This is an optimization exercise on Yosys and OpenROAD, whose aim is small area, not a production implementation.
No activity file was given, so power comes from the tool's default toggle rates. No driver is modelled on the clock port, so clocking that relies on it looks cheaper here than on a real chip.

== v6 ==
==> flow/design.v <==
module sha256_msg_padder #(
  parameter int MAX_NIB = 128,
  parameter int CNT_W   = 8
) (
  input  logic         clk,
  input  logic         rst_n,
  input  logic         in_valid,
  output logic         in_ready,
  input  logic [3:0]   in_nibble,
  input  logic         in_last,
  output logic         blk_valid,
  input  logic         blk_ready,
  output logic [511:0] blk_data,
  output logic         blk_last,
  output logic [63:0]  msg_bits,
  output logic         ovf,
  output logic [1:0]   dbg_state
);
  logic         col;        
  logic         pad_q;      
  logic         off_q;      
  logic         mark_q;     
  logic         sec;        
  logic [6:0]   cnt;        
  logic [7:0]   len;        
  logic         ovf_q;
  logic [511:0] sr;
  logic [7:0]   cnt_inc;
  logic         two;        
  logic         fin;        
  logic         nib_xfer;
  logic         sh, hd;
  logic [3:0]   pad_nib;
  logic [3:0]   sh_in;
  logic         end_msg;
  logic         full;
  assign cnt_inc  = {1'b0, cnt} + 8'd1;
  assign full     = &cnt;
  assign two      = len[7] | (&len[6:4]);
  assign fin      = sec | ~two;
  assign col      = ~pad_q & ~off_q;
  assign in_ready = col;
  assign nib_xfer = col & in_valid;
  assign sh       = nib_xfer | pad_q;
  assign hd       = off_q | (col & ~in_valid);
  assign end_msg  = in_last | full;
  always_comb begin
    pad_nib = 4'h0;
    if (mark_q) begin
      pad_nib = 4'h8;
    end else if (fin && (cnt[6:2] == 5'h1f)) begin
      case (cnt[1:0])
        2'd1:    pad_nib = {2'b00, len[7:6]};
        2'd2:    pad_nib = len[5:2];
        2'd3:    pad_nib = {len[1:0], 2'b00};
        default: pad_nib = 4'h0;
      endcase
    end
  end
  assign sh_in = col ? in_nibble : pad_nib;
  always_ff @(posedge clk) begin
    sr <= ({512{sh}} & {sr[507:0], sh_in}) | ({512{hd}} & sr);
  end
  always_ff @(posedge clk) begin
    if (nib_xfer && end_msg) len <= cnt_inc;
  end
  always_ff @(posedge clk or negedge rst_n) begin
    if (!rst_n) begin
      pad_q  <= 1'b0;
      off_q  <= 1'b0;
      mark_q <= 1'b0;
      sec    <= 1'b0;
      cnt    <= '0;
      ovf_q  <= 1'b0;
    end else begin
      ovf_q <= nib_xfer & full & ~in_last;
      if (sh) cnt <= cnt_inc[6:0];
      if (nib_xfer && end_msg) begin
        pad_q  <= ~full;
        off_q  <= full;
        mark_q <= ~full;
      end
      if (pad_q) begin
        mark_q <= 1'b0;
        if (full) begin
          pad_q <= 1'b0;
          off_q <= 1'b1;
        end
      end
      if (off_q && blk_ready) begin
        off_q <= 1'b0;
        if (fin) begin
          sec   <= 1'b0;
        end else begin
          pad_q  <= 1'b1;
          mark_q <= len[7];
          sec    <= 1'b1;
        end
      end
    end
  end
  assign blk_valid = off_q;
  assign blk_data  = sr;
  assign blk_last  = fin;
  assign msg_bits  = {54'd0, len, 2'b00};
  assign ovf       = ovf_q;
  assign dbg_state = {off_q & sec, off_q & ~sec};
endmodule
export LEC_CHECK = 0
export CAP_MARGIN = 20
export CORE_AREA = 2 2 170 170
export DIE_AREA = 0 0 172 172
export SLEW_MARGIN = 20
create_clock -name core_clock -period 6.5 [get_ports {clk}]
standard.sh (not shown) runs the stock make flow with config.mk's settings and CLKGATE_MAP_FILE= SYNTH_SCRIPT=/design/flow/synth_recipe.tcl, a recipe that flattens the netlist after the stock synthesis.
==> flow/flow/run.sh <==
#!/bin/bash
# Standard layout, with the port buffers taken as the smallest buffer cell and
# a clock tree of larger sink clusters without dummy loads.
set -euo pipefail
export BUFFER_PORTS_ARGS="-buffer_cell sky130_fd_sc_hd__buf_1"
export CTS_ARGS="-sink_clustering_enable -repair_clock_nets -dont_use_dummy_load -sink_clustering_size 30 -sink_clustering_max_diameter 80 -buf_list sky130_fd_sc_hd__clkbuf_16"
bash standard.sh finish > standard.log 2>&1
Input changes introduced in v7 (baseline for comparison: v6):
==> flow/design.v <==
module sha256_msg_padder #(
  parameter int MAX_NIB = 128,
  parameter int CNT_W   = 8
) (
  input  logic         clk,
  input  logic         rst_n,
  input  logic         in_valid,
  output logic         in_ready,
  input  logic [3:0]   in_nibble,
  input  logic         in_last,
  output logic         blk_valid,
  input  logic         blk_ready,
  output logic [511:0] blk_data,
  output logic         blk_last,
  output logic [63:0]  msg_bits,
  output logic         ovf,
  output logic [1:0]   dbg_state
);
  logic         pad_q;      
  logic         off_q;      
  logic         mark_q;     
  logic         sec;        
  logic [6:0]   cnt;        
  logic [7:0]   len;        
  logic         ovf_q;
  logic [511:0] sr;
  logic [7:0]   cnt_inc;
  logic         col;        
  logic         two;        
  logic         fin;        
  logic         nib_xfer;
  logic         msg_end;    
  logic         next_blk;   
  logic         sh, hd;
  logic [3:0]   pad_nib;
  logic [3:0]   sh_in;
  logic         full;
  assign cnt_inc  = {1'b0, cnt} + 8'd1;
  assign full     = &cnt;
  assign two      = len[7] | (&len[6:4]);
  assign fin      = sec | ~two;
  assign col      = ~pad_q & ~off_q;
  assign in_ready = col;
  assign nib_xfer = col & in_valid;
  assign msg_end  = nib_xfer & (in_last | full);
  assign next_blk = off_q & blk_ready & ~fin;
  assign sh       = nib_xfer | pad_q;
  assign hd       = off_q | (col & ~in_valid);
  always_comb begin
    pad_nib = 4'h0;
    if (mark_q) begin
      pad_nib = 4'h8;
    end else if (fin && (cnt[6:2] == 5'h1f)) begin
      case (cnt[1:0])
        2'd1:    pad_nib = {2'b00, len[7:6]};
        2'd2:    pad_nib = len[5:2];
        2'd3:    pad_nib = {len[1:0], 2'b00};
        default: pad_nib = 4'h0;
      endcase
    end
  end
  assign sh_in = col ? in_nibble : pad_nib;
  always_ff @(posedge clk) begin
    sr <= ({512{sh}} & {sr[507:0], sh_in}) | ({512{hd}} & sr);
  end
  always_ff @(posedge clk) begin
    if (msg_end) len <= cnt_inc;
    if (msg_end) sec <= 1'b0;
    else if (next_blk) sec <= 1'b1;
    mark_q <= (msg_end & ~full) | (next_blk & len[7]);
  end
  always_ff @(posedge clk or negedge rst_n) begin
    if (!rst_n) begin
      pad_q <= 1'b0;
      off_q <= 1'b0;
      cnt   <= '0;
      ovf_q <= 1'b0;
    end else begin
      ovf_q <= nib_xfer & full & ~in_last;
      if (sh) cnt <= cnt_inc[6:0];
      pad_q <= (msg_end & ~full) | next_blk | (pad_q & ~full);
      off_q <= (msg_end & full) | (pad_q & full) | (off_q & ~blk_ready);
    end
  end
  assign blk_valid = off_q;
  assign blk_data  = sr;
  assign blk_last  = fin;
  assign msg_bits  = {54'd0, len, 2'b00};
  assign ovf       = ovf_q;
  assign dbg_state = {off_q & sec, off_q & ~sec};
endmodule
## What came out
Every stage of the flow completed for v7, and the final layout passed the timing, DRC and antenna checks. Half-perimeter wire length after detailed placement delta (v6 -> v7): insignificant. Comparing total power for v7 and v6, the smaller number came from v7. Changes observed in v7 relative to v6: synthesized area fell 1.4%; final routed wirelength across all metal layers about even; cell area about even. Global placer's final weighted congestion of v7 is on par with v6. Diff v6..v7 | count of clock-buffer cells in the layout | unchanged. v7 vs v6 — routed length on met1 dropped slightly. v7 — worst setup slack 0.12 ns lower, v6 as reference. Changes observed in v7 relative to v6: minimum clock period increased by 0.12 ns relative to the old numbers, sequential cell area closely matched the old numbers, worst supply voltage drop on vdd increased by 8.3% relative to the old numbers, share of the clock period used by the worst path after layout increased by 1.9 points relative to the old numbers.
No run of this note included a check of the RTL's function; only the layout flow was run.

==> separate check: timing with driven ports <==
No port has a modelled driver above. Below, the same layouts with a new extraction and two added sets of constraints. Step 1: set_driving_cell puts a clkbuf_16 on clk and a buf_2 on each other input, an assumption about the parent block. Step 2 adds t to the input delays and takes it off the output delays; t is the mean of the earliest and latest rising clock arrival at the registers after step 1. Input paths then give back, and output paths get back, about the clock's delay inside the block. Three values: ideal ports, drivers, drivers and shift; two values: the first two.
run	shift t [ns]	setup slack, ns	worst register clock-pin slew, ns	worst data-port slew with drivers (ns)	pins driven straight from the clock port
v6	0.580	3.309 / 3.305 / 2.729	0.11 / 0.11	0.06	1
v7	0.589	3.188 / 3.136 / 3.237	0.11 / 0.11	0.06	1
After both steps setup and hold are still met in every run listed. The setup slack of v6, which loses most, moves by -0.004 ns with the drivers and by -0.580 ns with both steps.
